This design comes from an exercise in tuning for small area, a short achievable clock period and few clock cycles per item on the open sky130 flow, not from production work. No functional check of the RTL was part of any run shown here. Power and IR drop assume default switching activity.

==> design.v <==
`timescale 1ns / 1ps
`default_nettype none
package dtdn_pkg;
    function automatic logic [9:0] cum_days_b(input logic [3:0] k);
        cum_days_b = ({10{k == 4'd0}} & 10'd95)
            | ({10{k == 4'd1}} & 10'd95)
            | ({10{k == 4'd2}} & 10'd126)
            | ({10{k == 4'd3}} & 10'd154)
            | ({10{k == 4'd4}} & 10'd185)
            | ({10{k == 4'd5}} & 10'd215)
            | ({10{k == 4'd6}} & 10'd246)
            | ({10{k == 4'd7}} & 10'd276)
            | ({10{k == 4'd8}} & 10'd307)
            | ({10{k == 4'd9}} & 10'd338)
            | ({10{k == 4'd10}} & 10'd368)
            | ({10{k == 4'd11}} & 10'd399)
            | ({10{k == 4'd12}} & 10'd429)
            | ({10{k == 4'd13}} & 10'd95)
            | ({10{k == 4'd14}} & 10'd95)
            | ({10{k == 4'd15}} & 10'd95);
    endfunction
    function automatic logic [21:0] tab0(input logic [3:0] k);
        tab0 = ({22{k == 4'd1}} & 22'd365242)
            | ({22{k == 4'd2}} & 22'd730485)
            | ({22{k == 4'd3}} & 22'd1095727)
            | ({22{k == 4'd4}} & 22'd1460970)
            | ({22{k == 4'd5}} & 22'd1826212)
            | ({22{k == 4'd6}} & 22'd2191455)
            | ({22{k == 4'd7}} & 22'd2556697)
            | ({22{k == 4'd8}} & 22'd2921940)
            | ({22{k == 4'd9}} & 22'd3287182);
    endfunction
    function automatic logic [21:0] tab1(input logic [3:0] k);
        tab1 = ({22{k == 4'd1}} & 22'd36524)
            | ({22{k == 4'd2}} & 22'd73048)
            | ({22{k == 4'd3}} & 22'd109572)
            | ({22{k == 4'd4}} & 22'd146096)
            | ({22{k == 4'd5}} & 22'd182620)
            | ({22{k == 4'd6}} & 22'd219144)
            | ({22{k == 4'd7}} & 22'd255668)
            | ({22{k == 4'd8}} & 22'd292192)
            | ({22{k == 4'd9}} & 22'd328716);
    endfunction
    function automatic logic [21:0] tab2(input logic [3:0] k);
        tab2 = ({22{k == 4'd1}} & 22'd3652)
            | ({22{k == 4'd2}} & 22'd7305)
            | ({22{k == 4'd3}} & 22'd10957)
            | ({22{k == 4'd4}} & 22'd14610)
            | ({22{k == 4'd5}} & 22'd18262)
            | ({22{k == 4'd6}} & 22'd21915)
            | ({22{k == 4'd7}} & 22'd25567)
            | ({22{k == 4'd8}} & 22'd29220)
            | ({22{k == 4'd9}} & 22'd32872);
    endfunction
    function automatic logic [11:0] tab3(input logic [6:0] k);
        logic [11:0] v;
        case (k)
            7'd0: v = 12'd0;
            7'd1: v = 12'd365;
            7'd2: v = 12'd730;
            7'd3: v = 12'd1095;
            7'd4: v = 12'd1460;
            7'd5: v = 12'd1825;
            7'd6: v = 12'd2190;
            7'd7: v = 12'd2555;
            7'd8: v = 12'd2920;
            7'd9: v = 12'd3285;
            7'd16: v = 12'd1;
            7'd17: v = 12'd366;
            7'd18: v = 12'd731;
            7'd19: v = 12'd1096;
            7'd20: v = 12'd1461;
            7'd21: v = 12'd1826;
            7'd22: v = 12'd2191;
            7'd23: v = 12'd2556;
            7'd24: v = 12'd2921;
            7'd25: v = 12'd3286;
            7'd32: v = 12'd2;
            7'd33: v = 12'd367;
            7'd34: v = 12'd732;
            7'd35: v = 12'd1097;
            7'd36: v = 12'd1462;
            7'd37: v = 12'd1827;
            7'd38: v = 12'd2192;
            7'd39: v = 12'd2557;
            7'd40: v = 12'd2922;
            7'd41: v = 12'd3287;
            7'd48: v = 12'd3;
            7'd49: v = 12'd368;
            7'd50: v = 12'd733;
            7'd51: v = 12'd1098;
            7'd52: v = 12'd1463;
            7'd53: v = 12'd1828;
            7'd54: v = 12'd2193;
            7'd55: v = 12'd2558;
            7'd56: v = 12'd2923;
            7'd57: v = 12'd3288;
            7'd64: v = 12'd4;
            7'd65: v = 12'd369;
            7'd66: v = 12'd734;
            7'd67: v = 12'd1099;
            7'd68: v = 12'd1464;
            7'd69: v = 12'd1829;
            7'd70: v = 12'd2194;
            7'd71: v = 12'd2559;
            7'd72: v = 12'd2924;
            7'd73: v = 12'd3289;
            default: v = 12'd0;
        endcase
        tab3 = v;
    endfunction
endpackage
`default_nettype wire
`timescale 1ns / 1ps
`timescale 1ns / 1ps
`timescale 1ns / 1ps
`timescale 1ns / 1ps
`default_nettype none
module date_text_to_day_number (
    input  wire logic   i_clk,
    input  wire logic   i_rst_n,
    input  wire logic          i_char_valid,
    output logic               o_char_ready,
    input  wire logic [7:0]    i_char_code,
    input  wire logic          i_char_last,
    output logic               o_day_valid,
    input  wire logic          i_day_ready,
    output logic [21:0]        o_day_number,
    output logic               o_day_status
);
    localparam logic [3:0] S_M0 = 4'd0, S_M1 = 4'd1, S_M2 = 4'd2,
                           S_D0 = 4'd4, S_D1 = 4'd5, S_OK = 4'd6, S_BAD = 4'd7,
                           S_Y0 = 4'd8, S_Y1 = 4'd9, S_Y2 = 4'd10, S_Y3 = 4'd11,
                           S_D2 = 4'd12;
    logic       r_rdy;
    logic       e_v, e_dig, e_sl, e_last;
    logic [3:0] e_d;
    logic [3:0]  r_st;
    logic [3:0]  r_mon;
    logic        r_mbad;
    logic        r_gt2;      
    logic [6:0]  r_day;
    logic [9:0]  r_base;     
    logic        r_aodd;     
    logic        r_codd;     
    logic        r_cz;       
    logic        r_gt, r_eq;  
    logic [10:0] r_lo;       
    logic [10:0] r_hi;       
    logic        r_c;        
    logic        r_status;
    logic        r_wait;     
    logic        r_ov;
    logic        yd;         
    logic [1:0]  pos;        
    logic        acc_evt, busy, consume, fin;
    logic [3:0]  n_st, st_next;
    logic [3:0]  n_mon;
    logic        n_mbad;
    logic [6:0]  n_day;
    logic [21:0] op1, op2;
    logic [11:0] lo_sum;
    logic [10:0] hi_sum;
    logic [1:0]  c1;
    logic [3:0]  l4;
    logic [2:0]  x3;
    logic        ok;
    logic        n_gt, n_eq;
    logic [3:0]  ref_d;
    logic        ov_next, wait_next;
    logic        ev_next_v, ev_next_dig, ev_next_last;
    logic        in_dig, in_sl;
    always_comb begin
        yd      = e_dig && r_st[3];
        pos     = r_st[1:0];
        acc_evt = e_last || yd;
        busy    = r_ov || r_wait;
        consume = e_v && !(acc_evt && busy);
        fin     = consume && e_last;
        n_st   = r_st;
        n_mon  = r_mon;
        n_mbad = r_mbad;
        n_day  = r_day;
        case (r_st)
            S_M0: begin
                if (e_dig)     begin n_st = S_M1; n_mon = e_d; end
                else if (e_sl) n_st = S_D0;
                else           n_st = S_BAD;
            end
            S_M1: begin
                if (e_dig) begin
                    n_st = S_M2;
                    if (r_mon == 4'd0)                         n_mon = e_d;
                    else if (r_mon == 4'd1 && e_d <= 4'd2)     n_mon = 4'd10 + e_d;
                    else                                       n_mbad = 1'b1;
                end
                else if (e_sl) n_st = S_D0;
                else           n_st = S_BAD;
            end
            S_M2: begin
                if (e_dig)     begin n_st = S_D1; n_day = {3'd0, e_d}; end
                else if (e_sl) n_st = S_D0;
                else           n_st = S_BAD;
            end
            S_D0: begin
                if (e_dig)     begin n_st = S_D1; n_day = {3'd0, e_d}; end
                else if (e_sl) n_st = S_Y0;
                else           n_st = S_BAD;
            end
            S_D1: begin
                if (e_dig)     begin n_st = S_D2; n_day = 7'(r_day * 7'd10 + {3'd0, e_d}); end
                else if (e_sl) n_st = S_Y0;
                else           n_st = S_BAD;
            end
            S_D2: begin
                if (e_dig)     n_st = S_Y1;
                else if (e_sl) n_st = S_Y0;
                else           n_st = S_BAD;
            end
            S_Y0: begin
                if (e_dig)     n_st = S_Y1;
                else           n_st = S_BAD;
            end
            S_Y1: begin
                if (e_dig)     n_st = S_Y2;
                else           n_st = S_BAD;
            end
            S_Y2: begin
                if (e_dig)     n_st = S_Y3;
                else           n_st = S_BAD;
            end
            S_Y3: begin
                if (e_dig)     n_st = S_OK;
                else           n_st = S_BAD;
            end
            S_OK:    ;
            default: n_st = S_BAD;
        endcase
        case (pos)
            2'd0:    ref_d = 4'd1;
            2'd1:    ref_d = 4'd7;
            2'd2:    ref_d = 4'd5;
            default: ref_d = 4'd2;
        endcase
        n_gt = r_gt;
        n_eq = r_eq;
        if (yd) begin
            if (pos == 2'd0 || r_eq) begin
                n_gt = (e_d > ref_d);
                n_eq = (e_d == ref_d);
            end
        end
        ok = (n_st == S_OK) && (n_gt || n_eq) && !r_mbad;
        c1 = 2'(({2'd0, r_aodd, 1'b0} + {1'b0, e_d}) >> 2);
        l4 = {2'd0, r_codd, 1'b0} + e_d;
        if (r_cz && e_d == 4'd0) x3 = (r_aodd && !r_gt2) ? 3'd0 : 3'd1;
        else                     x3 = 3'(({1'b0, l4} + 5'd3) >> 2) + 3'(r_gt2 && l4[1:0] == 2'd0);
        case (pos)
            2'd0:    op2 = dtdn_pkg::tab0(e_d);
            2'd1:    op2 = dtdn_pkg::tab1(e_d) | {20'd0, c1};
            2'd2:    op2 = dtdn_pkg::tab2(e_d);
            default: op2 = {10'd0, dtdn_pkg::tab3({x3, e_d})};
        endcase
        op1 = (r_st[3] && pos == 2'd0) ? {12'd3471, r_base} : {r_hi, r_lo};
        lo_sum = {1'b0, op1[10:0]} + {1'b0, op2[10:0]};
        hi_sum = op1[21:11] + ((consume && yd) ? op2[21:11] : 11'd0) + {10'd0, r_c};
    end
    assign in_dig = (i_char_code[7:4] == 4'h3) && (i_char_code[3:0] <= 4'd9);
    assign in_sl  = (i_char_code == 8'h2F);
    always_comb begin
        ov_next   = (r_ov && !i_day_ready) || r_wait;
        wait_next = fin;
        if (r_rdy) begin
            ev_next_v    = i_char_valid;
            ev_next_dig  = in_dig;
            ev_next_last = i_char_last;
        end else begin
            ev_next_v    = e_v && !consume;
            ev_next_dig  = e_dig;
            ev_next_last = e_last;
        end
        st_next = !consume ? r_st : (e_last ? S_M0 : n_st);
    end
    always_ff @(posedge i_clk) begin
        if (!i_rst_n) begin
            e_v   <= 1'b0;
            r_rdy <= 1'b1;
        end else begin
            e_v   <= ev_next_v;
            r_rdy <= !((ov_next || wait_next) && ev_next_v &&
                       (ev_next_last || (ev_next_dig && st_next[3])));
        end
    end
    always_ff @(posedge i_clk) begin
        if (r_rdy) begin
            e_dig  <= in_dig;
            e_sl   <= in_sl;
            e_last <= i_char_last;
            e_d    <= i_char_code[3:0];
        end
    end
    always_ff @(posedge i_clk) begin
        if (!i_rst_n) begin
            r_st   <= S_M0;
            r_mon  <= 4'd0;
            r_mbad <= 1'b0;
            r_gt2  <= 1'b0;
            r_day  <= 7'd0;
            r_ov   <= 1'b0;
            r_wait <= 1'b0;
            r_c    <= 1'b0;
        end else begin
            r_ov   <= ov_next;
            r_wait <= wait_next;
            r_c    <= consume && yd && !(fin && !ok) && lo_sum[11];
            if (consume) begin
                if (e_last) begin
                    r_st   <= S_M0;
                    r_mon  <= 4'd0;
                    r_mbad <= 1'b0;
                    r_gt2  <= 1'b0;
                    r_day  <= 7'd0;
                end else begin
                    r_st   <= n_st;
                    r_mon  <= n_mon;
                    r_mbad <= n_mbad;
                    r_gt2  <= (n_mon > 4'd2);
                    r_day  <= n_day;
                end
            end
        end
    end
    always_ff @(posedge i_clk) begin
        r_base <= dtdn_pkg::cum_days_b(r_mon) + {3'd0, (consume ? n_day : r_day)};
        if (consume && yd) begin
            r_gt <= n_gt;
            r_eq <= n_eq;
            case (pos)
                2'd0: r_aodd <= e_d[0];
                2'd1: r_aodd <= (2'({r_aodd, 1'b0} + e_d[1:0]) == 2'd0);
                2'd2: begin
                    r_codd <= e_d[0];
                    r_cz   <= (e_d == 4'd0);
                end
                default: ;
            endcase
        end
        if (fin && !ok) begin
            r_lo <= 11'd0;
            r_hi <= 11'd0;
        end else if (consume && yd) begin
            r_lo <= lo_sum[10:0];
            r_hi <= hi_sum;
        end else if (r_c) begin
            r_hi <= hi_sum;
        end
        if (fin) begin
            r_status <= !ok;
        end
    end
    assign o_char_ready = r_rdy;
    assign o_day_valid  = r_ov;
    assign o_day_number = {r_hi, r_lo};
    assign o_day_status = r_status;
endmodule
`default_nettype wire
==> run.sh <==
#!/bin/bash
# synth_recipe.tcl (not shown) runs the flow's synth.tcl, then flattens the netlist and writes it again
# the make line also repeats each setting of config.mk as NAME=value (left out here)
make -C /OpenROAD-flow-scripts/flow DESIGN_CONFIG=/design/flow/config.mk WORK_HOME=/design/flow/orfs CLKGATE_MAP_FILE= SYNTH_SCRIPT=/design/flow/synth_recipe.tcl finish
==> config.mk <==
export PLATFORM = sky130hd
export DESIGN_NAME = date_text_to_day_number
export DESIGN_NICKNAME = date_text_to_day_number
export VERILOG_FILES = /design/flow/design.v
export SDC_FILE = /design/flow/constraint.sdc
export NUM_CORES = 4
export LEC_CHECK = 0
export CAP_MARGIN = 20
export CORE_MARGIN = 2
export CORE_UTILIZATION = 40
export SLEW_MARGIN = 20
==> constraint.sdc <==
create_clock -name core_clock -period 7.5 [get_ports {i_clk}]
set_input_delay 1.5000 -clock core_clock [delete_from_list [all_inputs] [get_ports {i_clk}]]
set_output_delay 1.5000 -clock core_clock [all_outputs]
set_load 0.01 [all_outputs]
==> reports/summary.txt, run 1 <==
Sum Neg Setup Slack - 0 ns
Design area - 7200 um^2
CTS H-tree depth - 3
Synth Net Count - 924
Hold Path Depth - 2
Area Overhead vs Synth - 11.8%
Worst-Margin Slew - 0.981 ns
Post-DR vias/cell - 5.87
Mapped Area - 6440 um^2
Critical Path Fanout Max - 17
Antenna Cells - 0
CP required - 7.76 ns
Seq/Total Area, Yosys - 22.5%
Worst-Skew Late Latency - 0.34 ns
Async SR Flop Fraction - 0%
Synth Area in XOR/XNOR - 3.40%
Post-CTS sizing - 0
Final hold vios - 0
Core area - 15800 um^2
Initial Util - 40.7%
Tcrit/Tclk final - 71.8%
Pre-CTS WS - 2.18 ns
Adder-cell area share of the yosys netlist - 12.7%
Routability Congestion - 0.915
Crit path kind - register to register
PortBufs - 37
Synth unique cells - 72
Worst Hold Class - register to register
Share of cells above drive strength 1 - 7.03%
Grt ovf - 0
Hold Slack - 0.459 ns
Num CTS Buffers - 9
Largest family of logic cells by synthesized area - compound AO/OA/AOI/OAI gates
Ranking of synthesized cells by area - dfxtp_1, ha_1, a21oi_1
CTS Hold Bufs - 0
P per Cell Area - 143 nW/um^2
Avg Inst Size Synth - 7.59 um^2
Crit end category - register
VDD IR-drop max - 114 uV
Die Height - 131 um
Synth Area in Compound Gates - 29.2%
Flops & latches, synth - 67
Post-detail-place hpwl - 13300 um
Post-DP Area - 6900 um^2
Synth Warn # - 1
# fillers - 1600
Antenna Nets Post-Route - 0
Num rows - 46
Vias in the first global route - 5823
Final WS setup - 2.11 ns
Io pins - 38
Initial antenna violation count - 0
EDFF count, synth - 11
Commonest cells after routing, fill and taps aside - nand2_1, nor2_1, a21oi_1, o21ai_0
Area of the multi-input gates - 4630 um^2
Status - timing/DRC/antenna clean
Prevailing post-synth register cell - dfxtp_1
Register Area - 1450 um^2
First drt pass iteration count - 6
Share of the synthesized area in the top cell type - 17.4%
Fmax - 186 MHz
Gate Count Post-Synth - 849
Post-CTS Setup Bufs - 0
Clk pin slew, worst setup/hold paths - 0.06 ns
Pin count of the biggest net entering global routing - 50
First-pass GRT wire length - 30600 um
Initial drt markers - 576
Leak Pwr - 2.85 nW
Die ar. - 17100 um^2
Die width - 131 um
Avg WL per Cell - 17.4 um
Max-Cap Viols - 0
Final WL - 18700 um
RSZ-0062 raised after global routing - no
Critical Path AT - 5.65 ns
Max Clock Skew - 0.0130 ns
Crit path time final - 5.39 ns
Post-synthesis mux area share - 3.88%
Worst Reg-to-Reg Cells - 19
CTS tree - built
Crit start category - register
GRT Util Overall - 22.6%
Routed via count - 6270
Rel. slew slack - 34.4%
CTS sink count - 67
Commonest non-fill, non-tap cell in the layout - nand2_1
Final #Nets - 923
Root buf cell - clkbuf_16
Bufs on Longest Clock Path - 2
Slew Limit Fails - 0
# DRC - 0
Setup violations, final - 0
Leading area contributor after synthesis - dfxtp_1
Simple-Gate Fraction of Synth Area - 22.6%
## stage by stage
step / util, % / power (W) / instances
floorplan: - / 0.000535 / 849
global route: 45.5 / 0.00107 / 1069
global placement: 43.6 / 0.000589 / 1053
finish: 45.5 / 0.00103 / 1069
detailed placement: 43.6 / 0.000589 / 1053
CTS: 45.5 / 0.00103 / 1069
## kinds of logic after synthesis
family,count (synthesis)
AO/OA/AOI/OAI,286
XOR/XNOR,25
adder cells (fa/ha/maj),62
buffers and inverters,89
flip-flops,67
multiplexers,23
AND/OR/NAND/NOR,297
## per-layer routing
metal | vias up | part of all wire, % | track usage (%)
met5 | - | 0 | 0
met4 | 0 | 3.0 | 8.64
met3 | 43 | 5.4 | 3.66
met2 | 215 | 46 | 36.2
met1 | 2919 | 46 | 30.5
li1 | 3093 | - | -
## critical path, cell delays in order (launching register included)
cell      delay, ns
edfxtp_1       0.70
ha_1           0.34
ha_1           0.30
o21ai_0        0.14
xor2_1         0.19
ha_1           0.22
or3_1          0.36
a21oi_1        0.42
o21ai_1        0.39
a21oi_1        0.24
nor3_1         0.08
fa_1           0.44
inv_1          0.09
fa_1           0.17
nor2b_1        0.06
o31a_1         0.29
o221ai_1       0.29
o21ai_0        0.16
and3_1         0.19
nor4_2         0.22
## path summary, 6_finish.rpt
check,start,to,slack [ns]
worst max-delay path,e_d[1],r_hi[10],2.11
worst min-delay path,r_hi[7],r_hi[7],0.46
worst max register to register,e_d[1],r_hi[10],2.11
worst min register to register,r_hi[7],r_hi[7],0.46
## power breakdown
| group | leakage (nW) | internal (W) | total, W | switching (W) |
|---|---|---|---|---|
| Clock | 0.149 | 0.000263 | 0.000443 | 0.000180 |
| Combinational | 2.14 | 0.0000772 | 0.000207 | 0.000130 |
| Sequential | 0.560 | 0.000369 | 0.000378 | 0.00000897 |
## Yosys cell counts, types with 7 or more instances
master and number:
and3_1 7, a211oi_1 12, a22oi_1 13, inv_1 31, a21oi_1 71, a31oi_1 12, nor2b_1 23, nand3_1 17
nor3_1 18, edfxtp_1 11, nand2b_1 21, dfxtp_1 56, buf_2 8, mux2i_1 9, nor3b_1 10, a21o_1 9
o21ai_0 68, o22ai_1 11, nor2_1 80, xnor2_1 19, ha_1 56, and2_1 17, o21a_1 9, clkbuf_1 41
a22o_1 7, nand2_1 81, mux2_2 13
## cell type report
type,count,area share (%)
repair buffers,44,5.87
clock buffers,9,3.13
flip-flops and latches,67,20.1
inverters,33,1.72
multi-input cells,693,64.3
well taps,216,3.75
clock inverters,7,1.13
## registers in the layout, indices dropped and copies added (netlist names), 4 cells and up
name    count
e_d         4
r_day       7
r_lo       11
r_hi       11
r_mon       4
r_base     10
r_st        4
==> run 2: changes to the inputs <==
--- a/design.v
+++ b/design.v
@@ -163,5 +163,6 @@
     logic [10:0] hi_sum;
     logic [1:0]  c1;
-    logic [3:0]  l4;
+    logic [1:0]  x_b;
+    logic        x_l;
     logic [2:0]  x3;
     logic        ok;
@@ -252,8 +253,27 @@
         end
         ok = (n_st == S_OK) && (n_gt || n_eq) && !r_mbad;
-        c1 = 2'(({2'd0, r_aodd, 1'b0} + {1'b0, e_d}) >> 2);
-        l4 = {2'd0, r_codd, 1'b0} + e_d;
-        if (r_cz && e_d == 4'd0) x3 = (r_aodd && !r_gt2) ? 3'd0 : 3'd1;
-        else                     x3 = 3'(({1'b0, l4} + 5'd3) >> 2) + 3'(r_gt2 && l4[1:0] == 2'd0);
+        c1[1] = r_aodd ? (e_d >= 4'd6) : (e_d >= 4'd8);
+        c1[0] = r_aodd ? (e_d >= 4'd2 && e_d <= 4'd5) : (e_d >= 4'd4 && e_d <= 4'd7);
+        if (!r_codd) begin
+            case (e_d)
+                4'd0:                   begin x_b = 2'd0; x_l = 1'b1; end
+                4'd1, 4'd2, 4'd3:       begin x_b = 2'd1; x_l = 1'b0; end
+                4'd4:                   begin x_b = 2'd1; x_l = 1'b1; end
+                4'd5, 4'd6, 4'd7:       begin x_b = 2'd2; x_l = 1'b0; end
+                4'd8:                   begin x_b = 2'd2; x_l = 1'b1; end
+                default:                begin x_b = 2'd3; x_l = 1'b0; end
+            endcase
+        end else begin
+            case (e_d)
+                4'd0, 4'd1:             begin x_b = 2'd1; x_l = 1'b0; end
+                4'd2:                   begin x_b = 2'd1; x_l = 1'b1; end
+                4'd3, 4'd4, 4'd5:       begin x_b = 2'd2; x_l = 1'b0; end
+                4'd6:                   begin x_b = 2'd2; x_l = 1'b1; end
+                default:                begin x_b = 2'd3; x_l = 1'b0; end
+            endcase
+        end
+        if (r_cz && e_d == 4'd0) x3 = {2'd0, !(r_aodd && !r_gt2)};
+        else if (r_gt2 && x_l)   x3 = {1'b0, x_b} + 3'd1;
+        else                     x3 = {1'b0, x_b};
         case (pos)
             2'd0:    op2 = dtdn_pkg::tab0(e_d);
--- a/config.mk
+++ b/config.mk
@@ -6,6 +6,8 @@
 export NUM_CORES = 4
 export LEC_CHECK = 0
+export ABC_CLOCK_PERIOD_IN_PS = 3500
 export CAP_MARGIN = 20
 export CORE_MARGIN = 2
 export CORE_UTILIZATION = 40
+export SETUP_SLACK_MARGIN = 3.0
 export SLEW_MARGIN = 20
==> run 2 against run 1 <==
Against the previous run:
- still clean
- clock skew shrank 0.0058 ns
- synthesized cell count grew 4.0%
- sequential power grew 4%
- combinational power grew 23%
- die area grew 1.8%
==> reports/summary.txt, run 2 <==
Status - timing/DRC/antenna clean
CP required - 7.77 ns (about the same)
Die Height - 132 um (+0.89%)
Setup violations, final - 0 (unchanged)
Post-DR vias/cell - 5.82 (-0.75%)
PortBufs - 37 (unchanged)
Core area - 15900 um^2 (+0.73%)
Avg Inst Size Synth - 7.43 um^2 (-2.1%)
Slew Limit Fails - 0 (unchanged)
Initial antenna violation count - 1 (+1)
Ranking of synthesized cells by area - dfxtp_1, ha_1, a21oi_1
Synth Net Count - 955 (+3.4%)
Critical-path cell list - clkinvlp_4 > ha_4 > o31ai_4 > a21oi_2 > o31a_1 > buf_6 > ha_4 > nand2b_4 > o21ai_0 > o311ai_0 > a41oi_2 > ha_1 > o21a_1 > a2111oi_4 > or3_4 > o21a_1 > xnor2_1 > nand2_1 > a21oi_1
Max Clock Skew - 0.00722 ns (-0.00579 ns)
Share of cells above drive strength 1 - 16.3% (+9.3 points)
Seq/Total Area, Yosys - 23.0% (+0.51 points)
Internal power - 0.000795 W (+12%)
First drt pass iteration count - 6 (unchanged)
Seq pwr share - 34.8% (-2.0 points)
Worst-Margin Slew - 0.996 ns (+0.0154 ns)
GRT Util Overall - 23.2% (+0.64 points)
Bufs on Longest Clock Path - 2 (unchanged)
Async SR Flop Fraction - 0% (unchanged)
R2R Path End - r_lo[9]
Root buf cell - clkbuf_16
Worst-Skew Late Latency - 0.35 ns (about the same)
Commonest cells after routing, fill and taps aside - nor2_1, nand2_1, a21oi_1, o21ai_0, dfxtp_1
Hold worst-path end - r_hi[1]
Share of the synthesized area in the top cell type - 18.0% (+0.60 points)
Io pins - 38 (unchanged)
Sw frac - 29.8% (-1.3 points)
Avg WL per Cell - 17.8 um (+1.9%)
Clk pin slew, worst setup/hold paths - 0.06 ns (about the same)
Initial drt markers - 664 (+15%)
Hold Slack - 0.471 ns (+0.0126 ns)
Final WS setup - 2.96 ns (+0.843 ns)
Most frequent cells after synthesis - nor2_1, a21oi_1, nand2_1, o21ai_0, dfxtp_1
Max-Cap Viols - 0 (unchanged)
Post-detail-place hpwl - 14200 um (+7.0%)
Hold Startpoint - r_hi[1]
Critical Path AT - 4.82 ns (-0.83 ns)
Area Overhead vs Synth - 22.3%
Antenna Nets Post-Route - 0 (unchanged)
P per Cell Area - 141 nW/um^2 (-1.2%)
Final hold vios - 0 (unchanged)
Num CTS Buffers - 9 (unchanged)
Commonest non-fill, non-tap cell in the layout - nor2_1
Clock share of power - 42.7% (-0.4 points)
Busiest grt layer - met2
VDD IR-drop max - 110 uV (-3.1%)
Hold Path Depth - 2 (unchanged)
Initial Util - 41.2% (+0.45 points)
Routability Congestion - 0.975 (+6.5%)
Critical Path Fanout Max - 7 (-10)
Tcrit/Tclk final - 60.6% (-11 points)
Crit path time final - 4.54 ns (-0.843 ns)
Crit end category - register
Die width - 132 um (+0.89%)
Die ar. - 17400 um^2 (+1.8%)
Leading area contributor after synthesis - dfxtp_1
Worst Hold Class - register to register
Flops & latches, synth - 70 (+4.5%)
Rel. slew slack - 33.3% (-1.0 points)
Final #Nets - 994 (+7.7%)
Vias in the first global route - 6349 (+9.0%)
Largest stage delay, worst path - 0.41 ns (-0.29 ns)
Pre-CTS WS - 2.07 ns (-0.114 ns)
Antenna Cells - 0 (unchanged)
Crit start category - register
Prevailing post-synth register cell - dfxtp_1
Grt met2 use - 37.6% (+1.4 points)
Leak Pwr - 3.14 nW (+10%)
Synth unique cells - 82 (+14%)
EDFF count, synth - 11 (unchanged)
Met1 Track Usage GR - 29.9% (-0.56 points)
Crit path kind - register to register
CTS H-tree depth - 3 (unchanged)
Biggest regs - r_hi: 11 flops, r_lo: 11 flops, r_base: 10 flops
CTS sink count - 70 (+4.5%)
Gate Count Post-Synth - 883 (+4.0%)
Reg2reg setup slack - 2.96 ns (+0.84 ns)
Worst Reg-to-Reg Cells - 19 (unchanged)
Logic pwr share - 22.5% (+2.3 points)
Mapped Area - 6560 um^2 (+1.8%)
Pin count of the biggest net entering global routing - 40 (-20%)
Final WL - 20300 um (+9.0%)
Crit Reg-Reg Startpoint - e_d[0]
Fmax - 220 MHz (+19%)
Critical path's slowest cell - edfxtp_1
Sum Neg Setup Slack - 0 ns (unchanged)
Cell with the most instances after synthesis - nor2_1
Net Switching - 0.000337 W (+5.6%)
# DRC - 0 (unchanged)
Grt ovf - 0 (unchanged)
CTS tree - built
Synth Warn # - 1 (unchanged)
Met3 Use GR - 3.88% (+0.22 points)
First-pass GRT wire length - 32900 um (+7.8%)
Routed via count - 6654 (+6.1%)
Num rows - 46 (unchanged)
RSZ-0062 raised after global routing - yes
==> run 2: layout make-up <==
cell class	count	area, um^2
Tap cell	216	270
Fill cell	1570	7920
Clock buffer	10	239
Sequential cell	70	1510
Clock inverter	6	92.6
Timing Repair Buffer	83	759
Inverter	37	151
Multi-Input combinational cell	721	4990
==> run 2: repair_timing <==
item | in CTS | in global routing
hold buffers | 0 | 0
pin swaps | 20 | 24
setup endpoints to repair | 21 | 12
setup buffers | 29 | 8
hold endpoints to repair | 0 | 0
gates resized for setup | 31 | 35
==> run 2: logic make-up after synthesis <==
kind of cell	after synthesis	synth area share [%]
xor+xnor	31	4.14
simple gates	324	23.6
flops	70	23.0
buf+inv	92	6.10
mux	18	3.17
fa+ha+maj	60	12.1
compound gates	288	27.9
==> run 2: worst max-delay path: cells and delay by family, from the launching register on <==
kind,cells,cell delay (ns)
AO/OA/AOI/OAI,10,2.37
XOR/XNOR,1,0.12
adder cells (fa/ha/maj),3,0.86
buffers and inverters,2,0.39
flip-flops,1,0.41
AND/OR/NAND/NOR,3,0.30
==> run 2: metal layers <==
layer  share of wire [%]  vias to the layer above
met5                   0                        -
met4                 3.9                        0
met3                 6.3                       72
met2                  47                      287
met1                  43                     3068
li1                    -                     3227
==> run 2: stage by stage <==
step           cells  instance area [um^2]  total power (W)  util [%]
2_1_floorplan    883                  6670         0.000557         -
3_3_place_gp    1090                  7090         0.000612      44.5
4_1_cts         1135                  7790          0.00112      48.9
5_1_grt         1143                  8020          0.00118      50.3
6_report        1143                  8020          0.00113      50.3
3_5_place_dp    1090                  7090         0.000609      44.5
==> run 2: worst max-delay path by stage <==
| stage | slack, ns | end | cells past startpoint | start |
|---|---|---|---|---|
| 6_report | 2.96 | r_lo[9] | 19 | e_d[0] |
| 5_1_grt | 2.77 | r_hi[10] | 21 | e_d[0] |
| 4_1_cts | 2.92 | r_hi[10] | 23 | e_d[1] |
| 3_5_place_dp | 2.07 | r_hi[10] | 20 | e_d[0] |
| 3_3_place_gp | 2.17 | r_hi[10] | 20 | e_d[0] |
| 2_1_floorplan | 2.80 | r_hi[10] | 22 | e_d[1] |
==> run 2: power groups by stage <==
stage / Clock (W) / Sequential, W / Combinational, W
2_1_floorplan: 0 / 0.000399 / 0.000158
3_3_place_gp: 0 / 0.000403 / 0.000209
3_5_place_dp: 0 / 0.000403 / 0.000206
4_1_cts: 0.000493 / 0.000393 / 0.000234
5_1_grt: 0.000508 / 0.000394 / 0.000275
6_report: 0.000483 / 0.000393 / 0.000255
==> run 3: changes to the inputs <==
--- a/config.mk
+++ b/config.mk
@@ -6,8 +6,8 @@
 export NUM_CORES = 4
 export LEC_CHECK = 0
-export ABC_CLOCK_PERIOD_IN_PS = 3500
+export ABC_CLOCK_PERIOD_IN_PS = 3000
 export CAP_MARGIN = 20
 export CORE_MARGIN = 2
 export CORE_UTILIZATION = 40
-export SETUP_SLACK_MARGIN = 3.0
+export SETUP_SLACK_MARGIN = 4.0
 export SLEW_MARGIN = 20
==> run 3 against run 2 <==
Against the previous run:
- still clean
- sequential cell count unchanged
- routed wire length up 5.6%
- register-to-register slack worse by 0.03 ns
- global-route usage up 1.5 points
- via count up 2.6%
- cell area up 6.6%
- non-clock buffer count up 32
- count of clock-buffer cells in the layout up 1
- maximum frequency down 0.75%
- sequential share of layout area down 1.1 points
- hold slack worse by 0.0018 ns
- first-iteration DRC count up 17%
- largest power group unchanged
- highest routed layer unchanged
==> reports/summary.txt, run 3 <==
Flops & latches, synth - 70 (unchanged)
Critical Path Fanout Max - 4 (-3)
Leading area contributor after synthesis - dfxtp_1
Critical path's slowest cell - edfxtp_1
First-pass GRT wire length - 34700 um (+5.3%)
Die Height - 132 um (unchanged)
Antenna Cells - 0 (unchanged)
Antenna Nets Post-Route - 0 (unchanged)
Num CTS Buffers - 9 (unchanged)
# DRC - 0 (unchanged)
Grt ovf - 0 (unchanged)
Mapped Area - 6560 um^2 (unchanged)
Leak Pwr - 3.38 nW (+7.7%)
CTS Hold Bufs - 0 (unchanged)
Met1 Track Usage GR - 31.1% (+1.2 points)
Fmax - 218 MHz (-0.75%)
Grt met2 use - 40.6% (+3.0 points)
Met3 Use GR - 4.27% (+0.38 points)
Slew Limit Fails - 0 (unchanged)
Post-DR vias/cell - 5.81 (-0.19%)
Post-detail-place hpwl - 14200 um (+0.30%)
Cell with the most instances after synthesis - nor2_1
Hold Slack - 0.470 ns (-0.00180 ns)
Async SR Flop Fraction - 0% (unchanged)
Worst-Margin Slew - 0.975 ns (-0.0219 ns)
Crit path time final - 4.58 ns (+0.0343 ns)
Final WL - 21500 um (+5.6%)
Bufs on Longest Clock Path - 2 (unchanged)
Commonest non-fill, non-tap cell in the layout - nor2_1
VDD IR-drop max - 119 uV (+8.1%)
Design area - 8550 um^2 (+6.6%)
CTS tree - built
Core area - 15900 um^2 (unchanged)
Area Overhead vs Synth - 30.4%
Worst-Skew Late Latency - 0.35 ns (about the same)
RSZ-0062 raised after global routing - yes
Routed via count - 6827 (+2.6%)
Synth unique cells - 82 (unchanged)
# fillers - 1490 (-5.1%)
Synth Warn # - 1 (unchanged)
Avg Inst Size Synth - 7.43 um^2 (unchanged)
Vias in the first global route - 6648 (+4.7%)
Gate Count Post-Synth - 883 (unchanged)
P per Cell Area - 130 nW/um^2 (-7.6%)
Hold Startpoint - r_hi[0]
Rel. slew slack - 34.8% (+1.5 points)
Io pins - 38 (unchanged)
Post-DP Area - 7100 um^2 (+0.18%)
Initial drt markers - 777 (+17%)
CP required - 7.78 ns (about the same)
Num rows - 46 (unchanged)
Reg2reg setup slack - 2.92 ns (-0.03 ns)
Hold Path Depth - 2 (unchanged)
Share of cells above drive strength 1 - 21.8% (+5.5 points)
Die ar. - 17400 um^2 (unchanged)
Worst Hold Class - register to register
Biggest regs - r_hi: 11 flops, r_lo: 11 flops, r_base: 10 flops
Initial antenna violation count - 0 (-1)
Synth Net Count - 955 (unchanged)
Prevailing post-synth register cell - dfxtp_1
Critical-path cell list - clkinvlp_4 > ha_4 > o31ai_4 > a21oi_2 > o31a_1 > ha_4 > buf_4 > nor3_1 > a311o_1 > nand4_1 > nand3_1 > a32oi_2 > ha_1 > a21oi_1 > o21ai_1 > a2111oi_2 > or3_1 > o21a_1 > xnor2_1 > nand2_1 > a21oi_1
Share of the synthesized area in the top cell type - 18.0% (unchanged)
Tcrit/Tclk final - 61.0% (+0.46 points)
Busiest grt layer - met2
GRT Util Overall - 24.7% (+1.5 points)
R2R Path End - r_lo[9]
PortBufs - 37 (unchanged)
Max-Cap Viols - 0 (unchanged)
Root buf cell - clkbuf_16
Largest stage delay, worst path - 0.44 ns (+0.03 ns)
Routability Congestion - 0.968 (-0.65%)
Crit Reg-Reg Startpoint - e_d[1]
Most frequent cells after synthesis - nor2_1, a21oi_1, nand2_1, o21ai_0, dfxtp_1
Clk pin slew, worst setup/hold paths - 0.06 ns (about the same)
First drt pass iteration count - 5 (-1)
Crit path kind - register to register
EDFF count, synth - 11 (unchanged)
Critical Path AT - 4.86 ns (+0.04 ns)
Avg WL per Cell - 18.3 um (+2.8%)
Commonest cells after routing, fill and taps aside - nor2_1, nand2_1, a21oi_1, o21ai_0, buf_4
Final hold vios - 0 (unchanged)
Crit end category - register
Max Clock Skew - 0.0113 ns (+0.00403 ns)
Initial Util - 41.2% (unchanged)
Crit start category - register
Setup violations, final - 0 (unchanged)
Hold worst-path end - r_hi[0]
CTS H-tree depth - 3 (unchanged)
Pin count of the biggest net entering global routing - 47 (+18%)
Worst Reg-to-Reg Cells - 21 (+2)
Seq/Total Area, Yosys - 23.0% (unchanged)
Sum Neg Setup Slack - 0 ns (unchanged)
Ranking of synthesized cells by area - dfxtp_1, ha_1, a21oi_1
Final #Nets - 1026 (+3.2%)
CTS sink count - 70 (unchanged)
Die width - 132 um (unchanged)
Status - timing/DRC/antenna clean
==> run 3: layer usage <==
layer	part of all wire, %	wire length [um]
met1	43	9210
met5	0	0
met3	5.6	1200
met2	47	10200
met4	4.2	904
==> run 3: area by class of cell <==
class	instances	area, um^2	share of cell area [%]
multi-input combinational	721	5190	60.6
sequential	70	1520	17.7
timing repair buffer	115	1120	13.1
tap	216	270	3.16
clock buffer	11	264	3.09
inverter	37	159	1.86
clock inverter	5	40.0	0.468
==> run 3: through the flow <==
| stage | setup slack (ns) | total power [W] | std cells | util, % |
|---|---|---|---|---|
| 3_5_place_dp | 1.94 | 0.000612 | 1088 | 44.6 |
| 4_1_cts | 2.99 | 0.00110 | 1157 | 51.6 |
| 2_1_floorplan | 2.84 | 0.000559 | 883 | - |
| 6_report | 2.92 | 0.00111 | 1175 | 53.7 |
| 3_3_place_gp | 2.08 | 0.000613 | 1088 | 44.6 |
| 5_1_grt | 2.70 | 0.00116 | 1175 | 53.7 |
==> run 3: critical path, delay by kind of cell, from the launching register on <==
family                     cells  cell delay (ns)
DFF                            1             0.44
AOI/OAI and AO/OA             10             2.16
xor gates and xnor gates       1             0.12
adders and majority gates      3             0.83
and+or+nand+nor                5             0.59
buffers and inverters          2             0.35
==> run 3: power by group <==
part,switching [W],internal (W)
logic,0.000157,0.000126
clock network,0.000183,0.000255
registers,0.00000785,0.000386
==> run 3: timing repair <==
item / CTS / global route
setup endpoints to repair: 28 / 27
buffers inserted: 50 / 18
pin swaps: 43 / 48
cloned: 3 / 0
hold endpoints to repair: 0 / 0
resized for setup: 78 / 43
==> run 3: cell families (layout without fill, tap and decap cells) <==
kind of cell    after synthesis  count (layout)  share of synthesized area, %
flops                        70              70                          23.0
simple gates                324             324                          23.6
compound gates              288             288                          27.9
fa+ha+maj                    60              60                          12.1
buf+inv                      92             168                          6.10
mux                          18              18                          3.17
xor+xnor                     31              31                          4.14
==> run 3: how the worst max path moves through the flow <==
| stage | from | end | depth (start not counted) | slack (ns) |
|---|---|---|---|---|
| global placement | e_d[1] | r_hi[10] | 20 | 2.08 |
| detailed placement | e_d[1] | r_hi[10] | 20 | 1.94 |
| global route | e_d[0] | r_lo[9] | 23 | 2.70 |
| finish | e_d[1] | r_lo[9] | 21 | 2.92 |
| floorplan | e_d[0] | r_hi[10] | 23 | 2.84 |
| CTS | e_d[0] | r_hi[10] | 22 | 2.99 |
==> run 4: changes to the inputs <==
--- a/design.v
+++ b/design.v
@@ -53,60 +53,44 @@
             | ({22{k == 4'd9}} & 22'd32872);
     endfunction
-    function automatic logic [11:0] tab3(input logic [6:0] k);
-        logic [11:0] v;
-        case (k)
-            7'd0: v = 12'd0;
-            7'd1: v = 12'd365;
-            7'd2: v = 12'd730;
-            7'd3: v = 12'd1095;
-            7'd4: v = 12'd1460;
-            7'd5: v = 12'd1825;
-            7'd6: v = 12'd2190;
-            7'd7: v = 12'd2555;
-            7'd8: v = 12'd2920;
-            7'd9: v = 12'd3285;
-            7'd16: v = 12'd1;
-            7'd17: v = 12'd366;
-            7'd18: v = 12'd731;
-            7'd19: v = 12'd1096;
-            7'd20: v = 12'd1461;
-            7'd21: v = 12'd1826;
-            7'd22: v = 12'd2191;
-            7'd23: v = 12'd2556;
-            7'd24: v = 12'd2921;
-            7'd25: v = 12'd3286;
-            7'd32: v = 12'd2;
-            7'd33: v = 12'd367;
-            7'd34: v = 12'd732;
-            7'd35: v = 12'd1097;
-            7'd36: v = 12'd1462;
-            7'd37: v = 12'd1827;
-            7'd38: v = 12'd2192;
-            7'd39: v = 12'd2557;
-            7'd40: v = 12'd2922;
-            7'd41: v = 12'd3287;
-            7'd48: v = 12'd3;
-            7'd49: v = 12'd368;
-            7'd50: v = 12'd733;
-            7'd51: v = 12'd1098;
-            7'd52: v = 12'd1463;
-            7'd53: v = 12'd1828;
-            7'd54: v = 12'd2193;
-            7'd55: v = 12'd2558;
-            7'd56: v = 12'd2923;
-            7'd57: v = 12'd3288;
-            7'd64: v = 12'd4;
-            7'd65: v = 12'd369;
-            7'd66: v = 12'd734;
-            7'd67: v = 12'd1099;
-            7'd68: v = 12'd1464;
-            7'd69: v = 12'd1829;
-            7'd70: v = 12'd2194;
-            7'd71: v = 12'd2559;
-            7'd72: v = 12'd2924;
-            7'd73: v = 12'd3289;
-            default: v = 12'd0;
-        endcase
-        tab3 = v;
+    function automatic logic [11:0] tab3(input logic [5:0] k);
+        tab3 = ({12{k == 6'd1}} & 12'd366)
+            | ({12{k == 6'd2}} & 12'd731)
+            | ({12{k == 6'd3}} & 12'd1096)
+            | ({12{k == 6'd4}} & 12'd1461)
+            | ({12{k == 6'd5}} & 12'd1827)
+            | ({12{k == 6'd6}} & 12'd2192)
+            | ({12{k == 6'd7}} & 12'd2557)
+            | ({12{k == 6'd8}} & 12'd2922)
+            | ({12{k == 6'd9}} & 12'd3288)
+            | ({12{k == 6'd16}} & 12'd1)
+            | ({12{k == 6'd17}} & 12'd366)
+            | ({12{k == 6'd18}} & 12'd731)
+            | ({12{k == 6'd19}} & 12'd1096)
+            | ({12{k == 6'd20}} & 12'd1461)
+            | ({12{k == 6'd21}} & 12'd1827)
+            | ({12{k == 6'd22}} & 12'd2192)
+            | ({12{k == 6'd23}} & 12'd2557)
+            | ({12{k == 6'd24}} & 12'd2922)
+            | ({12{k == 6'd25}} & 12'd3288)
+            | ({12{k == 6'd32}} & 12'd1)
+            | ({12{k == 6'd33}} & 12'd366)
+            | ({12{k == 6'd34}} & 12'd731)
+            | ({12{k == 6'd35}} & 12'd1097)
+            | ({12{k == 6'd36}} & 12'd1462)
+            | ({12{k == 6'd37}} & 12'd1827)
+            | ({12{k == 6'd38}} & 12'd2192)
+            | ({12{k == 6'd39}} & 12'd2558)
+            | ({12{k == 6'd40}} & 12'd2923)
+            | ({12{k == 6'd41}} & 12'd3288)
+            | ({12{k == 6'd48}} & 12'd1)
+            | ({12{k == 6'd49}} & 12'd366)
+            | ({12{k == 6'd50}} & 12'd731)
+            | ({12{k == 6'd51}} & 12'd1097)
+            | ({12{k == 6'd52}} & 12'd1462)
+            | ({12{k == 6'd53}} & 12'd1827)
+            | ({12{k == 6'd54}} & 12'd2192)
+            | ({12{k == 6'd55}} & 12'd2558)
+            | ({12{k == 6'd56}} & 12'd2923)
+            | ({12{k == 6'd57}} & 12'd3288);
     endfunction
 endpackage
@@ -144,5 +128,5 @@
     logic        r_aodd;     
     logic        r_codd;     
-    logic        r_cz;       
+    logic        r_z;        
     logic        r_gt, r_eq;  
     logic [10:0] r_lo;       
@@ -162,8 +146,8 @@
     logic [11:0] lo_sum;
     logic [10:0] hi_sum;
+    logic [11:0] hi_sum_c;
     logic [1:0]  c1;
-    logic [1:0]  x_b;
-    logic        x_l;
-    logic [2:0]  x3;
+    logic        leap_c;
+    logic [12:0] lo_sum_c;
     logic        ok;
     logic        n_gt, n_eq;
@@ -210,5 +194,5 @@
             end
             S_D1: begin
-                if (e_dig)     begin n_st = S_D2; n_day = 7'(r_day * 7'd10 + {3'd0, e_d}); end
+                if (e_dig)     begin n_st = S_D2; n_day = 7'({3'd0, r_day[3:0]} * 7'd10 + {3'd0, e_d}); end
                 else if (e_sl) n_st = S_Y0;
                 else           n_st = S_BAD;
@@ -255,34 +239,17 @@
         c1[1] = r_aodd ? (e_d >= 4'd6) : (e_d >= 4'd8);
         c1[0] = r_aodd ? (e_d >= 4'd2 && e_d <= 4'd5) : (e_d >= 4'd4 && e_d <= 4'd7);
-        if (!r_codd) begin
-            case (e_d)
-                4'd0:                   begin x_b = 2'd0; x_l = 1'b1; end
-                4'd1, 4'd2, 4'd3:       begin x_b = 2'd1; x_l = 1'b0; end
-                4'd4:                   begin x_b = 2'd1; x_l = 1'b1; end
-                4'd5, 4'd6, 4'd7:       begin x_b = 2'd2; x_l = 1'b0; end
-                4'd8:                   begin x_b = 2'd2; x_l = 1'b1; end
-                default:                begin x_b = 2'd3; x_l = 1'b0; end
-            endcase
-        end else begin
-            case (e_d)
-                4'd0, 4'd1:             begin x_b = 2'd1; x_l = 1'b0; end
-                4'd2:                   begin x_b = 2'd1; x_l = 1'b1; end
-                4'd3, 4'd4, 4'd5:       begin x_b = 2'd2; x_l = 1'b0; end
-                4'd6:                   begin x_b = 2'd2; x_l = 1'b1; end
-                default:                begin x_b = 2'd3; x_l = 1'b0; end
-            endcase
-        end
-        if (r_cz && e_d == 4'd0) x3 = {2'd0, !(r_aodd && !r_gt2)};
-        else if (r_gt2 && x_l)   x3 = {1'b0, x_b} + 3'd1;
-        else                     x3 = {1'b0, x_b};
+        if (e_d == 4'd0) leap_c = r_gt2 && !r_codd && !r_z;
+        else             leap_c = r_gt2 && (2'({r_codd, 1'b0} + e_d[1:0]) == 2'd0);
         case (pos)
             2'd0:    op2 = dtdn_pkg::tab0(e_d);
             2'd1:    op2 = dtdn_pkg::tab1(e_d) | {20'd0, c1};
             2'd2:    op2 = dtdn_pkg::tab2(e_d);
-            default: op2 = {10'd0, dtdn_pkg::tab3({x3, e_d})};
+            default: op2 = {10'd0, dtdn_pkg::tab3({r_codd, r_z, e_d})};
         endcase
         op1 = (r_st[3] && pos == 2'd0) ? {12'd3471, r_base} : {r_hi, r_lo};
-        lo_sum = {1'b0, op1[10:0]} + {1'b0, op2[10:0]};
-        hi_sum = op1[21:11] + ((consume && yd) ? op2[21:11] : 11'd0) + {10'd0, r_c};
+        lo_sum_c = {1'b0, op1[10:0], 1'b1} + {1'b0, op2[10:0], (pos == 2'd3) && leap_c};
+        lo_sum   = lo_sum_c[12:1];
+        hi_sum_c = {op1[21:11], 1'b1} + {((consume && yd) ? op2[21:11] : 11'd0), r_c};
+        hi_sum   = hi_sum_c[11:1];
     end
     assign in_dig = (i_char_code[7:4] == 4'h3) && (i_char_code[3:0] <= 4'd9);
@@ -361,5 +328,5 @@
                 2'd2: begin
                     r_codd <= e_d[0];
-                    r_cz   <= (e_d == 4'd0);
+                    r_z    <= (e_d == 4'd0) && !r_aodd;
                 end
                 default: ;
--- a/config.mk
+++ b/config.mk
@@ -10,4 +10,5 @@
 export CORE_MARGIN = 2
 export CORE_UTILIZATION = 40
-export SETUP_SLACK_MARGIN = 4.0
+export PLACE_DENSITY = 0.45
+export SETUP_SLACK_MARGIN = 3.5
 export SLEW_MARGIN = 20
==> run 4 against run 3 <==
Against the previous run:
- count of clock-buffer cells in the layout is 2 lower
- clock power down 6.8%
- worst setup slack improved by 0.73 ns
- still clean
- largest cell class unchanged
- first-iteration DRC count fell by 25%
==> reports/summary.txt, run 4 <==
Status - timing/DRC/antenna clean
Final hold vios - 0 (unchanged)
GRT Util Overall - 25.2% (+0.55 points)
CTS Hold Bufs - 0 (unchanged)
WL met3 - 1020 um (-15%)
Mapped Area - 5980 um^2 (-8.9%)
Initial antenna violation count - 0 (unchanged)
Num rows - 44 (-4.3%)
Critical-path cell list - buf_8 > clkinvlp_4 > ha_1 > nand2_1 > a21oi_1 > o21ai_0 > a31oi_1 > ha_1 > and3_1 > a221oi_2 > o21ai_0 > and2_1 > o21ai_0 > nor4b_1 > nor4_1
Met1 Wirelength - 8440 um (-8.4%)
Hold Startpoint - r_hi[9]
CTS sink count - 67 (-4.3%)
Crit path from - e_d[1]
# fillers - 1527 (+2.5%)
Prevailing post-synth register cell - dfxtp_1
R2R Path End - r_c
Pin count of the biggest net entering global routing - 39 (-17%)
Bufs on Longest Clock Path - 2 (unchanged)
Initial drt markers - 586 (-25%)
Worst-Margin Slew - 0.816 ns (-0.159 ns)
Async SR Flop Fraction - 0% (unchanged)
CTS tree - built
Gate Count Post-Synth - 804 (-8.9%)
Die width - 126 um (-4.4%)
Synth Net Count - 866 (-9.3%)
Final #Nets - 885 (-14%)
Met2 wire len - 9660 um (-5.0%)
Crit start category - register
Worst setup path endpoint - r_c
Crit path time final - 3.84 ns (-0.735 ns)
Antenna Cells - 0 (unchanged)
Largest stage delay, worst path - 0.41 ns (-0.03 ns)
# DRC - 0 (unchanged)
VDD IR-drop max - 102 uV (-14%)
Post-detail-place hpwl - 14200 um (-0.43%)
P per Cell Area - 138 nW/um^2 (+6.0%)
First-pass GRT wire length - 31800 um (-8.4%)
Tcrit/Tclk final - 51.3% (-9.8 points)
Highest metal used - met4
CP required - 7.72 ns (-0.06 ns)
Reg2reg setup slack - 3.66 ns (+0.73 ns)
Core area - 14600 um^2 (-8.5%)
Avg Inst Size Synth - 7.44 um^2 (about the same)
Max-Cap Viols - 0 (unchanged)
Share of the synthesized area in the top cell type - 18.7% (+0.75 points)
Rel. slew slack - 45.0% (+10 points)
Synth Warn # - 1 (unchanged)
Critical Path Fanout Max - 26 (+22)
Fmax - 260 MHz (+19%)
Ranking of synthesized cells by area - dfxtp_1, ha_1, a21oi_1
Post-DR vias/cell - 6.02 (+3.7%)
Synth unique cells - 75 (-8.5%)
Avg WL per Cell - 19.4 um (+6.4%)
Most common cell on crit path - o21ai_0
Total power - 0.000956 W (-14%)
Most frequent cells after synthesis - a21oi_1, nand2_1, nor2_1, o21ai_0, dfxtp_1
Routed via count - 6095 (-11%)
Slew Limit Fails - 0 (unchanged)
Critical path's slowest cell - edfxtp_1
Die ar. - 15900 um^2 (-8.6%)
Worst-Skew Late Latency - 0.35 ns (about the same)
Share of cells above drive strength 1 - 9.90% (-12 points)
Worst Hold Class - register to register
Fin cells - 1012 (-14%)
Sum Neg Setup Slack - 0 ns (unchanged)
Util after Layout - 47.4% (-6.2 points)
Post-placement cell count - 980 (-9.9%)
Antenna Nets Post-Route - 0 (unchanged)
Flops & latches, synth - 67 (-4.3%)
Root buf cell - clkbuf_16
Seq/Total Area, Yosys - 24.3% (+1.2 points)
Biggest regs - r_hi: 11 flops, r_lo: 11 flops, r_base: 10 flops
Final WL - 19700 um (-8.4%)
Leak Pwr - 2.71 nW (-20%)
Crit path kind - register to register
Setup violations, final - 0 (unchanged)
RSZ-0062 raised after global routing - yes
Crit Reg-Reg Startpoint - e_d[1]
Cell with the most instances after synthesis - a21oi_1
Area Overhead vs Synth - 15.7%
PortBufs - 37 (unchanged)
Io pins - 38 (unchanged)
Critical Path AT - 4.06 ns (-0.80 ns)
First drt pass iteration count - 5 (unchanged)
Worst Reg-to-Reg Cells - 15 (-29%)
Commonest non-fill, non-tap cell in the layout - a21oi_1
Initial Util - 41.0% (-0.17 points)
Crit end category - register
Grt ovf - 0 (unchanged)
Max Clock Skew - 0.00680 ns (-0.00445 ns)
Routability Congestion - 0.877 (-9.5%)
Commonest cells after routing, fill and taps aside - a21oi_1, nand2_1, nor2_1, o21ai_0, dfxtp_1
Leading area contributor after synthesis - dfxtp_1
Num CTS Buffers - 9 (unchanged)
Die Height - 126 um (-4.4%)
CTS H-tree depth - 3 (unchanged)
EDFF count, synth - 11 (unchanged)
Vias in the first global route - 5907 (-11%)
Clk pin slew, worst setup/hold paths - 0.06 ns (about the same)
run 4: stage by stage:
step                instance area [um^2]  hold slack [ns]  worst slack, ns
floorplan                           5980            0.421             3.93
global placement                    6410            0.452             2.96
detailed placement                  6410            0.460             2.78
CTS                                 6780            0.471             3.50
global route                        6920            0.511             3.43
finish                              6920            0.465             3.66
run 4: final cells by class:
type                       instances  area, um^2  area share (%)
multi-input combinational        661        4270            61.8
sequential                        67        1450            21.0
timing repair buffer              60         569            8.23
tap                              184         230            3.33
clock buffer                       9         225            3.26
inverter                          24         113            1.63
clock inverter                     7        52.6           0.760
run 4: where the power goes:
group | leakage (nW) | internal [W] | total (W) | switching, W
combinational | 2.01 | 0.0000632 | 0.000172 | 0.000109
clock | 0.141 | 0.000227 | 0.000408 | 0.000181
sequential | 0.554 | 0.000369 | 0.000376 | 0.00000683
total | 2.71 | 0.000659 | 0.000956 | 0.000297
run 4: logic make-up (layout without fill, tap and decap cells):
family	Yosys count	in the layout	share of synthesized area, %
AO/OA/AOI/OAI	278	278	29.1
XOR/XNOR	27	27	3.95
adder cells (fa/ha/maj)	51	51	11.2
buffers and inverters	76	100	5.29
flip-flops	67	67	24.3
multiplexers	13	13	2.43
AND/OR/NAND/NOR	292	292	23.7
run 4: how the worst min path moves through the flow:
stage	endpoint	slack, ns	depth (start not counted)
final	r_hi[9]	0.46	2
after global routing	r_hi[9]	0.51	2
after CTS	r_hi[9]	0.47	2
after detailed placement	r_hi[9]	0.46	2
after global placement	r_hi[7]	0.45	2
after floorplan	r_codd	0.42	0
run 4: timing repair:
action                                  in CTS  in global routing
endpoints found under the hold margin        0                  0
gates resized for setup                     10                 24
pin swaps                                    0                  3
endpoints found under the setup margin      14                 10
buffers inserted                             8                  8
run 4: per-layer routing:
metal,track usage [%],vias to the layer above
li1,-,2955
met3,4.46,39
met1,32.2,2892
met4,9.76,0
met5,0,-
met2,42.3,209
run 4: critical path, delay by kind of cell, from the launching register on:
kind	cells	cell delay [ns]
AOI/OAI and AO/OA	6	1.29
and+or+nand+nor	5	0.99
adders and majority gates	2	0.62
DFF	1	0.41
buffers and inverters	2	0.39
==> run 5: changes to the inputs <==
--- a/config.mk
+++ b/config.mk
@@ -6,9 +6,8 @@
 export NUM_CORES = 4
 export LEC_CHECK = 0
-export ABC_CLOCK_PERIOD_IN_PS = 3000
+export ABC_CLOCK_PERIOD_IN_PS = 3500
 export CAP_MARGIN = 20
 export CORE_MARGIN = 2
 export CORE_UTILIZATION = 40
-export PLACE_DENSITY = 0.45
-export SETUP_SLACK_MARGIN = 3.5
+export SETUP_SLACK_MARGIN = 3.0
 export SLEW_MARGIN = 20
==> run 5 against run 4 <==
Against the previous run:
- cell count down 1.3%
- synthesized cell count unchanged
- cell area fell by 2.4%
- routed wire length decreased by 4.3%
- core utilization fell by 1.1 points
- non-clock buffer count down 13
- area after synthesis unchanged
- first-iteration DRC count decreased by 7.8%
- via count grew 0.49%
- sequential power hardly changed
==> reports/summary.txt, run 5 <==
Status - timing/DRC/antenna clean
VDD IR-drop max - 128 uV (+25%)
GRT Util Overall - 23.6% (-1.6 points)
Grt ovf - 0 (unchanged)
Initial Util - 41.0% (unchanged)
CTS Hold Bufs - 0 (unchanged)
Critical path's slowest cell - nor4_1
Async SR Flop Fraction - 0% (unchanged)
Hold Path Depth - 2 (unchanged)
First-pass GRT wire length - 30000 um (-5.5%)
# fillers - 1470 (-3.7%)
Sum Neg Setup Slack - 0 ns (unchanged)
Worst Hold Class - register to register
Routed via count - 6125 (+0.49%)
Slew Limit Fails - 0 (unchanged)
Post-DR vias/cell - 6.13 (+1.8%)
Io pins - 38 (unchanged)
PortBufs - 37 (unchanged)
# DRC - 0 (unchanged)
Critical-path cell list - buf_4 > nand2b_1 > nor2_1 > a21oi_1 > nor4b_1 > nor4_1 > o311a_1 > a41oi_1 > ha_1 > a21o_1 > a221oi_1 > o21ai_0 > and2_1 > o21ai_0 > nor4b_1 > nor4_1
Final WL - 18800 um (-4.3%)
Max-Cap Viols - 0 (unchanged)
Seq/Total Area, Yosys - 24.3% (unchanged)
Final #Nets - 872 (-1.5%)
Avg Inst Size Synth - 7.44 um^2 (unchanged)
Delay-heaviest family, CP - simple AND/OR/NAND/NOR gates
Pin count of the biggest net entering global routing - 39 (unchanged)
Die ar. - 15900 um^2 (unchanged)
Commonest non-fill, non-tap cell in the layout - a21oi_1
Gate Count Post-Synth - 804 (unchanged)
Fin cells - 999 (-1.3%)
Crit start category - register
Area Overhead vs Synth - 12.9%
CP required - 7.71 ns (about the same)
Register Area - 1450 um^2 (unchanged)
Root buf cell - clkbuf_16
CTS H-tree depth - 3 (unchanged)
Antenna Nets Post-Route - 0 (unchanged)
Most frequent cells after synthesis - a21oi_1, nand2_1, nor2_1, o21ai_0, dfxtp_1
Tcrit/Tclk final - 57.2% (+5.9 points)
Leading area contributor after synthesis - dfxtp_1
Total power - 0.000968 W (+1.3%)
Die Height - 126 um (unchanged)
Ranking of synthesized cells by area - dfxtp_1, ha_1, a21oi_1
Cell with the most instances after synthesis - a21oi_1
Routability Congestion - 0.931 (+6.3%)
Synth Warn # - 1 (unchanged)
Synth unique cells - 75 (unchanged)
Share of the synthesized area in the top cell type - 18.7% (unchanged)
Biggest regs - r_hi: 11 flops, r_lo: 11 flops, r_base: 10 flops
Die width - 126 um (unchanged)
Crit path from - e_d[3]
Final hold vios - 0 (unchanged)
EDFF count, synth - 11 (unchanged)
Stages on worst setup path - 16 (+1)
Leak Pwr - 2.64 nW (-2.4%)
Critical Path AT - 4.50 ns (+0.44 ns)
Post-detail-place hpwl - 13600 um (-4.1%)
Avg WL per Cell - 18.8 um (-3.0%)
Share of cells above drive strength 1 - 6.99% (-2.9 points)
Prevailing post-synth register cell - dfxtp_1
Hold Startpoint - r_hi[9]
Clk pin slew, worst setup/hold paths - 0.06 ns (about the same)
Antenna Cells - 0 (unchanged)
Flops & latches, synth - 67 (unchanged)
Largest stage delay, worst path - 0.43 ns (+0.02 ns)
Synth Net Count - 866 (unchanged)
Vias in the first global route - 5782 (-2.1%)
Crit Reg-Reg Startpoint - e_d[3]
Crit end category - register
Crit path time final - 4.29 ns (+0.443 ns)
P per Cell Area - 143 nW/um^2 (+3.8%)
Crit path kind - register to register
Critical path buffers and inverters - 1 (-1)
Area of the multi-input gates - 4220 um^2 (-1.2%)
Max Clock Skew - 0.00652 ns (-0.000282 ns)
Util after Layout - 46.3% (-1.1 points)
CTS tree - built
First drt pass iteration count - 8 (+3)
Rel. slew slack - 32.0% (-13 points)
RSZ-0062 raised after global routing - yes
Initial antenna violation count - 0 (unchanged)
Bufs on Longest Clock Path - 2 (unchanged)
CTS sink count - 67 (unchanged)
Commonest cells after routing, fill and taps aside - a21oi_1, nor2_1, nand2_1, o21ai_0, dfxtp_1
Critical Path Fanout Max - 30 (+15%)
Mapped Area - 5980 um^2 (unchanged)
Worst Reg-to-Reg Cells - 16 (+1)
Worst-Skew Late Latency - 0.35 ns (about the same)
Fmax - 233 MHz (-10%)
Initial drt markers - 540 (-7.8%)
Num CTS Buffers - 9 (unchanged)
Setup violations, final - 0 (unchanged)
Post-placement cell count - 980 (unchanged)
Num rows - 44 (unchanged)
Worst-Margin Slew - 1.02 ns (+0.201 ns)
Core area - 14600 um^2 (unchanged)
-- run 5: kinds of logic (layout without fill, tap and decap cells) --
family                   Yosys count  in the layout  share of synthesized area (%)
AO/OA/AOI/OAI                    278            278                           29.1
XOR/XNOR                          27             27                           3.95
adder cells (fa/ha/maj)           51             51                           11.2
buffers and inverters             76             87                           5.29
flip-flops                        67             67                           24.3
multiplexers                      13             13                           2.43
AND/OR/NAND/NOR                  292            292                           23.7
-- run 5: metrics by stage --
step           setup slack [ns]  area (um^2)  hold WS [ns]
2_1_floorplan              3.93         5980         0.421
3_3_place_gp               2.98         6410         0.454
3_5_place_dp               2.77         6410         0.469
4_1_cts                    3.28         6710         0.476
5_1_grt                    2.99         6750         0.496
6_report                   3.21         6750         0.472
-- run 5: power by group --
part / switching [W] / total (W) / internal, W
registers: 0.00000606 / 0.000375 / 0.000369
clock network: 0.000175 / 0.000431 / 0.000256
logic: 0.000105 / 0.000162 / 0.0000566
-- run 5: final cells by class --
class                   count  share of cell area (%)
multi-input cells         661                    62.5
repair buffers             47                    6.65
well taps                 184                    3.41
flip-flops and latches     67                    21.5
clock buffers               9                    3.34
inverters                  24                    1.50
clock inverters             7                    1.02
-- run 5: path summary, 6_finish.rpt --
path | endpoint | slack, ns
max | r_c | 3.21
max reg2reg | r_c | 3.21
min reg2reg | r_hi[9] | 0.47
min | r_hi[9] | 0.47
-- run 5: tightest hold or removal path, cell delays in order (launching register included) --
cell and delay, ns:
dfxtp_1 0.32, nand2_1 0.06, a21oi_1 0.05
-- run 5: metal layers --
metal,part of all wire [%],GRT usage [%],vias up
li1,-,-,2924
met1,43,29.2,2923
met2,48,40.0,231
met3,5.1,3.65,47
met4,4.1,11.6,0
met5,0,0,-
-- run 5: what timing repair did --
| action | CTS | global route |
|---|---|---|
| buffers inserted | 0 | 3 |
| endpoints found under the setup margin | 2 | 3 |
| gates resized for setup | 2 | 7 |
| pin swaps | 0 | 0 |

## port drivers added, routing unchanged
The flow's constraints put no driver on any port. The routed layouts listed below were extracted and timed again, unchanged, in two steps.
Step 1, drivers: a clkbuf_16 drives i_clk and a buf_2 each remaining input, both assumed.
Step 2 times the ports against the registers' clock, not the clock port: input delays grow and output delays shrink by t, the midpoint of the rising clock arrivals with the driver on.
Slacks: ideal / step 1 / step 2; pairs: ideal / step 1.
run | shift t [ns] | setup WS [ns] | worst register clock-pin slew, ns | cell pins on the clock port's net
run 1 | 0.376 | 2.113 / 2.113 / 2.113 | 0.07 / 0.07 | 1
run 2 | 0.390 | 2.956 / 2.956 / 2.956 | 0.06 / 0.06 | 1
run 3 | 0.392 | 2.921 / 2.921 / 2.921 | 0.07 / 0.07 | 1
run 4 | 0.388 | 3.656 / 3.656 / 3.656 | 0.06 / 0.06 | 1
run 5 | 0.385 | 3.213 / 3.213 / 3.213 | 0.06 / 0.06 | 1
After both steps every run listed still meets setup and hold.
